This is an optimization exercise on Yosys and OpenROAD, whose aim is small area, a short achievable clock period and few clock cycles per item, not a production implementation. Only simulation tests tie the RTL to the original design; equivalence was not proved.

## sha256d_nonce_scanner
module sha256d_nonce_scanner (
  input  logic         clk,
  input  logic         rst_n,
  input  logic         start,
  input  logic         abort,
  input  logic [639:0] header,
  input  logic [31:0]  nonce_start,
  input  logic [31:0]  nonce_end,
  input  logic [255:0] target,
  output logic         busy,
  output logic         done,
  output logic         found,
  output logic [31:0]  found_nonce,
  output logic [255:0] found_hash,
  output logic [31:0]  cur_nonce
);
For scale: roughly 7200 cells after synthesis, about 1100 flip-flops, about 1300 I/O pins.
==> flow/config.mk <==
export PLATFORM = sky130hd
export DESIGN_NAME = sha256d_nonce_scanner
export DESIGN_NICKNAME = sha256d_nonce_scanner
export VERILOG_FILES = /design/flow/design.v
export SDC_FILE = /design/flow/constraint.sdc
export NUM_CORES = 4
export LEC_CHECK = 0
export CAP_MARGIN = 20
export CORE_MARGIN = 2
export CORE_UTILIZATION = 40
export CTS_CLUSTER_DIAMETER = 120
export CTS_CLUSTER_SIZE = 24
export SLEW_MARGIN = 20
==> flow/constraint.sdc <==
create_clock -name core_clock -period 11.0 [get_ports {clk}]
set_input_delay 2.2000 -clock core_clock [delete_from_list [all_inputs] [get_ports {clk}]]
set_output_delay 2.2000 -clock core_clock [all_outputs]
set_load 0.01 [all_outputs]
standard.sh (not shown) runs the stock make flow with config.mk's settings and CLKGATE_MAP_FILE= SYNTH_SCRIPT=/design/flow/synth_recipe.tcl, a recipe that flattens the netlist after the stock synthesis.
==> flow/flow/run.sh <==
#!/bin/bash
set -uo pipefail
export BUFFER_PORTS_ARGS="-buffer_cell sky130_fd_sc_hd__buf_1"
export SETUP_SLACK_MARGIN=6.5
for step in synth floorplan place cts route finish; do
  if ! bash standard.sh "$step" > "$step.log" 2>&1; then
    tail -n 40 "$step.log"
    exit 1
  fi
done
test -s out/final.def
The starting point completed with no timing, DRC or antenna violations.
Testbench counts at the start, summed over its fixed seeds: cycles 235,610, items 1,545.
Next try:
CTS_BUF_LIST = sky130_fd_sc_hd__clkbuf_8   (was default)
CTS_CLUSTER_DIAMETER = default   (was 120)
CTS_CLUSTER_SIZE = default   (was 24)
Result:
- The changed run passed the timing, DRC and antenna checks
- hold slack is worse by 0.015 ns
- cell area came out higher by about 7%
- wire length went up by 2.7%
- die area stays the same
- non-clock buffer count rises by 57
- critical path depth is unchanged
- clock skew climbs by 0.022 ns
- setup slack gains 0.022 ns
- core utilization rose by 3.2 points
Next try:
CTS_BUF_LIST = default   (was sky130_fd_sc_hd__clkbuf_8)
CTS_CLUSTER_DIAMETER = 120   (was default)
CTS_CLUSTER_SIZE = 24   (was default)
PLACE_DENSITY = 0.75   (was default)
=> The new run produced a clean layout. Hold slack improved by 0.0049 ns. Cell count came out lower by 3.3%. Wire length came out lower by 1.0%. Count of clock-buffer cells in the layout came out lower by 147. Sequential share of layout area came out higher by 2.2 points. Worst setup slack improved by 0.029 ns. Final area came out lower by 6.7%. First-iteration DRC count came out higher by 8.9%.

* * *

sha256d_nonce_scanner, a different RTL version from the one above (not shown whole).
For scale: ~7500 cells after synthesis, ~1100 flip-flops, about 1300 I/O pins, roughly 69000 µm² of cells after synthesis.
make LEC_CHECK=0 CAP_MARGIN=20 CORE_MARGIN=2 CORE_UTILIZATION=40 SETUP_SLACK_MARGIN=5 SLEW_MARGIN=20 finish   # period 11.0 ns
run.sh (not shown) runs the stock make flow with config.mk's settings and CLKGATE_MAP_FILE= SYNTH_SCRIPT=/design/flow/synth_recipe.tcl, a recipe that flattens the netlist after the stock synthesis.
Stock flow here: none of the scripts above is used.
Testbench counts at the start, summed over its fixed seeds: cycles 234,065, items 1,545.
Change:
==> flow/flow/run.sh (new file) <==
#!/bin/bash
set -uo pipefail
export BUFFER_PORTS_ARGS="-buffer_cell sky130_fd_sc_hd__buf_1"
export SETUP_SLACK_MARGIN=6
for step in synth floorplan place cts route finish; do
  if ! bash standard.sh "$step" > "$step.log" 2>&1; then
    tail -n 40 "$step.log"
    exit 1
  fi
done
test -s out/final.def
==> flow/standard.sh (new file) <==
#!/bin/bash
# synth_recipe.tcl (not shown) runs the flow's synth.tcl, then flattens the netlist and writes it again
# the make line also repeats each setting of config.mk as NAME=value (left out here)
make -C /OpenROAD-flow-scripts/flow DESIGN_CONFIG=/design/flow/config.mk WORK_HOME=/design/flow/orfs CLKGATE_MAP_FILE= SYNTH_SCRIPT=/design/flow/synth_recipe.tcl "${@:-finish}"
Settings changed: SETUP_SLACK_MARGIN 5 to not set.
removed: flow/run.sh
After rerunning:
- The changed run finished with timing, DRC and antenna clean
- worst setup slack gains 0.37 ns
- final area drops by 5.6%
- synthesized cell count is unchanged
- global-route usage is about the same
- core utilization drops by 2.9 points
- routed wire length stays flat

static timing again, ports no longer ideal:
Ports are ideal in the flow. The routed layouts listed here were re-timed in OpenROAD. Step 1: set_driving_cell puts a clkbuf_16 on clk and a buf_2 on each other input, an assumption about the parent block. Step 2 also shifts input and output timing later by t, the mid clock arrival at the registers, as if the neighbouring blocks saw the same clock. a / b / c = ideal ports / drivers / drivers and shift; a / b = the first two.
run	t (ns)	setup WS [ns]	worst setup path at the end	latest minus earliest clock arrival (ns)	slew at the worst register clock pin (ns)
the first run of note 1	0.833	6.220 / 6.220 / 5.777	input to register	0.044 / 0.044	0.12 / 0.12
the second run of note 1	1.082	6.242 / 6.242 / 5.614	input to register	0.071 / 0.072	0.08 / 0.08
the third run of note 1	0.829	6.271 / 6.271 / 5.674	input to register	0.094 / 0.094	0.11 / 0.11
the first run of note 2	0.875	4.936 / 4.936 / 4.936	register to register	0.041 / 0.041	0.07 / 0.07
the second run of note 2	0.921	5.303 / 5.303 / 5.303	register to register	0.043 / 0.042	0.07 / 0.07
After both steps every run listed still meets setup and hold. The setup slack of the second run of note 1, which loses most, moves by 0.000 ns with the drivers and by -0.628 ns with both steps.
